What follows belongs to an exercise in optimizing a design on an open flow for small area; a production flow would make more cautious choices. Function was checked by simulation only, so behaviour that the tests miss may differ from the original. No driver is modelled on the clock port, so clock power and skew are understated where the tree is cut down; a real chip needs a root buffer or a tree. Power figures rest on the tool's default switching activity, not on a simulated workload.

==> flow/design.v <==
`timescale 1ns/1ns
package alu_pkg;
	localparam int word_width = 32;
	localparam int mult_steps = 32;
	localparam int step_cnt_width = $clog2(mult_steps);
	localparam int cla_groups = word_width / 4;
	typedef enum logic [3:0] {
		op_add  = 4'd0,
		op_sub  = 4'd1,
		op_and  = 4'd2,
		op_or   = 4'd3,
		op_not  = 4'd4,
		op_neg  = 4'd5,
		op_shr  = 4'd6,
		op_shra = 4'd7,
		op_shl  = 4'd8,
		op_ror  = 4'd9,
		op_rol  = 4'd10,
		op_mul  = 4'd11
	} alu_op_t;
endpackage
`timescale 1ns/1ns
`timescale 1ns/1ns
`timescale 1ns/1ns
`timescale 1ns/1ns
`timescale 1ns/1ns
import alu_pkg::*;
module alu_unit (
	input  logic                           clk,
	input  logic                           rst,
	input  logic [alu_pkg::word_width-1:0] bus_in,
	input  logic                           y_load,
	input  alu_pkg::alu_op_t               op,
	input  logic                           op_valid,
	output logic [alu_pkg::word_width-1:0] z_hi,
	output logic [alu_pkg::word_width-1:0] z_lo,
	output logic                           done,
	output logic                           busy
);
	logic [31:0] y;
	logic        y_zero;
	logic [31:0] m;
	logic [3:0]  opr;
	logic        run;
	logic [6:0]  cnt;
	logic [33:0] r;
	logic [9:0]  a0;
	logic [9:0]  a1;
	logic [11:0] a2;
	logic        c0;
	logic        c1;
	logic        b1;
	logic        b2;
	logic        cy;
	logic        accept;
	logic        term;
	logic        rclass;
	logic        is_mul;
	logic        b0;
	logic        l0;
	logic        l1;
	logic        l2;
	logic        big;
	logic [6:0]  cnt0;
	logic [31:0] a_in;
	logic [10:0] s0;
	logic [10:0] s1;
	logic [10:0] s2;
	logic        co0;
	logic        co1;
	logic        sa;
	logic        sb;
	logic        ssum;
	logic        sbit;
	logic        fill;
	assign rclass = (opr == 4'd6) | (opr == 4'd7) | (opr == 4'd9);
	assign term   = cnt[6] | (rclass & (&cnt[5:0]));
	assign busy   = run & ~term;
	assign done   = run & term;
	assign accept = op_valid & ~busy & ~rst;
	assign z_lo = r[31:0];
	assign z_hi = {a2[9:0], a1, a0, r[33:32]};
	assign big = |bus_in[31:5];
	always_comb begin
		case (op)
			4'd6, 4'd7: cnt0 = big ? 7'd31 : {2'b01, ~bus_in[4:0]};
			4'd8:       cnt0 = big ? 7'd32 : {2'b00, bus_in[4:0]};
			4'd9:       cnt0 = {2'b01, ~bus_in[4:0]};
			4'd10:      cnt0 = {2'b01, bus_in[4:0]};
			4'd11:      cnt0 = 7'd30;
			default:    cnt0 = 7'd32;
		endcase
	end
	assign is_mul = (opr == 4'd11);
	assign b0     = r[0] & is_mul & ~(&cnt[5:1]);
	assign l0     = (cnt[5:0] == 6'd61);
	assign l1     = (cnt[5:0] == 6'd62);
	assign l2     = (cnt[5:0] == 6'd63);
	always_comb begin
		logic c;
		logic [10:0] v;
		logic [10:0] d;
		v = {s1[0], a0};
		d = {11{b0}} & (m[10:0] ^ {11{l0}});
		c = b0 & l0;
		for (int i = 0; i < 11; i++) begin
			s0[i] = v[i] ^ d[i] ^ c;
			c = (v[i] & d[i]) | (v[i] & c) | (d[i] & c);
		end
		co0 = c;
	end
	always_comb begin
		logic c;
		logic [10:0] v;
		logic [10:0] d;
		v = {s2[0], a1};
		d = {11{b1}} & (m[21:11] ^ {11{l1}});
		c = c0;
		for (int i = 0; i < 11; i++) begin
			s1[i] = v[i] ^ d[i] ^ c;
			c = (v[i] & d[i]) | (v[i] & c) | (d[i] & c);
		end
		co1 = c;
	end
	always_comb begin
		logic c;
		logic [10:0] v;
		logic [10:0] d;
		v = a2[10:0];
		d = {11{b2}} & ({m[31], m[31:22]} ^ {11{l2}});
		c = c1;
		for (int i = 0; i < 11; i++) begin
			s2[i] = v[i] ^ d[i] ^ c;
			c = (v[i] & d[i]) | (v[i] & c) | (d[i] & c);
		end
	end
	assign sa   = r[0] & (opr != 4'd5);
	assign sb   = a0[0] ^ ((opr == 4'd1) | (opr == 4'd4) | (opr == 4'd5));
	assign ssum = sa ^ sb ^ cy;
	always_comb begin
		case (opr)
			4'd2:    sbit = sa & sb;
			4'd3:    sbit = sa | sb;
			4'd4:    sbit = sb;
			default: sbit = ssum;
		endcase
	end
	always_comb begin
		case (opr)
			4'd0, 4'd1, 4'd2, 4'd3, 4'd4, 4'd5: fill = sbit;
			4'd7:        fill = r[31];
			4'd8:        fill = s0[0];
			4'd9, 4'd10: fill = r[0];
			default:     fill = r[32];
		endcase
	end
	assign a_in = y_zero ? 32'd0 : y;
	always_ff @(posedge clk) begin
		if (y_load)
			y <= bus_in;
		if (rst)
			y_zero <= 1'b1;
		else if (y_load)
			y_zero <= 1'b0;
	end
	always_ff @(posedge clk) begin
		if (rst)
			run <= 1'b0;
		else if (accept)
			run <= 1'b1;
		else if (term)
			run <= 1'b0;
	end
	always_ff @(posedge clk) begin
		if (accept) begin
			m   <= bus_in;
			opr <= op;
		end
	end
	always_ff @(posedge clk) begin
		if (accept) begin
			r   <= {2'b00, a_in};
			if (op <= 4'd5)
				{a2, a1, a0} <= bus_in;
			else
				{a2, a1, a0} <= 32'd0;
			c0  <= 1'b0;
			c1  <= 1'b0;
			b1  <= 1'b0;
			b2  <= 1'b0;
			cy  <= (op == 4'd1) | (op == 4'd5);
			cnt <= cnt0;
		end else begin
			r   <= {is_mul & s0[0], r[33], fill, r[31:1]};
			a0  <= s0[10:1];
			a1  <= s1[10:1];
			a2  <= {(opr == 4'd8) & r[0] & ~cnt[5], is_mul ? s2[10] : a2[11], s2[10:1]};
			c0  <= co0;
			c1  <= co1;
			b1  <= b0;
			b2  <= b1;
			cy  <= (sa & sb) | (sa & cy) | (sb & cy);
			cnt <= cnt + 7'd1;
		end
	end
endmodule
Settings: LEC_CHECK=0, CAP_MARGIN=20, CORE_MARGIN=2, CORE_UTILIZATION=40, CTS_BUF_LIST=sky130_fd_sc_hd__clkbuf_8, CTS_CLUSTER_SIZE=30, SLEW_MARGIN=20; clock period 6.0 ns.
standard.sh (not shown) runs the stock make flow with config.mk's settings and CLKGATE_MAP_FILE= SYNTH_SCRIPT=/design/flow/synth_recipe.tcl, a recipe that flattens the netlist after the stock synthesis.
==> flow/flow/run.sh <==
#!/bin/bash
# The standard layout (standard.sh), with these changes:
#  - synthesis is standard.sh's own (synth_recipe.tcl and ORFS's synth.tcl,
#    unchanged), run with a copy of ORFS's scripts folder in which the ABC
#    script is flow/abc_area.script: area-oriented mapping instead of ORFS's
#    delay-oriented script with buffering (ABC only maps the logic between
#    registers; the registers are the standard synthesis's);
#  - the port buffers that ORFS inserts before global placement use the
#    smallest buffer cell (every input and output port still gets one);
#  - the clock tree is built by flow/pre_cts.tcl (a root buffer and ten leaf
#    buffers over k-means groups of flip-flops) instead of TritonCTS.
# Each make run's output goes to its own log; ORFS keeps each step's log
# under orfs/logs/.
set -euo pipefail
here=$(pwd)
rm -rf "$here/synth_scripts"
cp -r "$FLOW_HOME/scripts" "$here/synth_scripts"
cp "$here/flow/abc_area.script" "$here/synth_scripts/abc_speed.script"
bash standard.sh "SCRIPTS_DIR=$here/synth_scripts" synth > synth_flow.log 2>&1
bash standard.sh \
  "BUFFER_PORTS_ARGS=-buffer_cell sky130_fd_sc_hd__buf_1" \
  "PRE_CTS_TCL=$here/flow/pre_cts.tcl" \
  "MANUAL_CTS_LEAVES=10" \
  finish > standard_flow.log 2>&1
==> flow/flow/abc_area.script <==
&get -n
&st
&dc2
&dch -f
&nf -a -R 1000
&put
topo
stime -c
Other scripts of this flow, unchanged in this note and not shown: flow/flow/manual_cts.tcl, flow/flow/pre_cts.tcl
Edit:
==> flow/flow/run.sh (replaced) <==
#!/bin/bash
# The standard layout (standard.sh, with its unchanged synthesis), with
# three changes passed to ORFS as make variables:
#  - the port buffers that ORFS inserts before global placement use the
#    smallest buffer cell (every input and output port still gets one);
#  - the clock tree is built by flow/pre_cts.tcl (a root buffer and ten leaf
#    buffers over k-means groups of flip-flops) instead of TritonCTS;
#  - everything else as standard.
# make's output goes to standard_flow.log; ORFS keeps each step's log under
# orfs/logs/.
set -euo pipefail
here=$(pwd)
bash standard.sh \
  "BUFFER_PORTS_ARGS=-buffer_cell sky130_fd_sc_hd__buf_1" \
  "PRE_CTS_TCL=$here/flow/pre_cts.tcl" \
  "MANUAL_CTS_LEAVES=10" \
  finish > standard_flow.log 2>&1
removed: flow/flow/abc_area.script
The new run completed with no timing, DRC or antenna violations.
Final area rose by 4.6%.
Maximum frequency came out lower by 1.6%.
Wire length increases by 5.2%.
Total power is higher by 0.61%.
Sequential share of layout area falls by 2.2 points.
Combinational power barely changes.
Hold slack gains 0.014 ns.
Critical path depth fell by 1.
Utilization goes down by 0.62 points.
Setup slack degrades by 0.093 ns.
Synthesized cell count rose by 19%.
No run of this note takes its clock network from TritonCTS; it comes from the design's own scripts or RTL.

==> static timing again, ports no longer ideal <==
Ports are ideal in the flow. The routed layouts listed here were re-timed in OpenROAD. Step 1, drivers: a clkbuf_16 drives clk and a buf_2 each remaining input, both assumed. Step 2 also shifts input and output timing later by t, the mid clock arrival at the registers, as if the neighbouring blocks saw the same clock. a / b / c = ideal ports / drivers / drivers and shift; a / b = the first two.
| run | t, ns | setup slack, ns | worst setup path at the end | cell pins on the clock port's net |
|---|---|---|---|---|
| the first run | 0.572 | 0.304 / 0.304 / 0.304 | register to register | 1 |
| the second run | 0.570 | 0.210 / 0.210 / 0.210 | register to register | 1 |
After both steps every run listed still meets setup and hold.
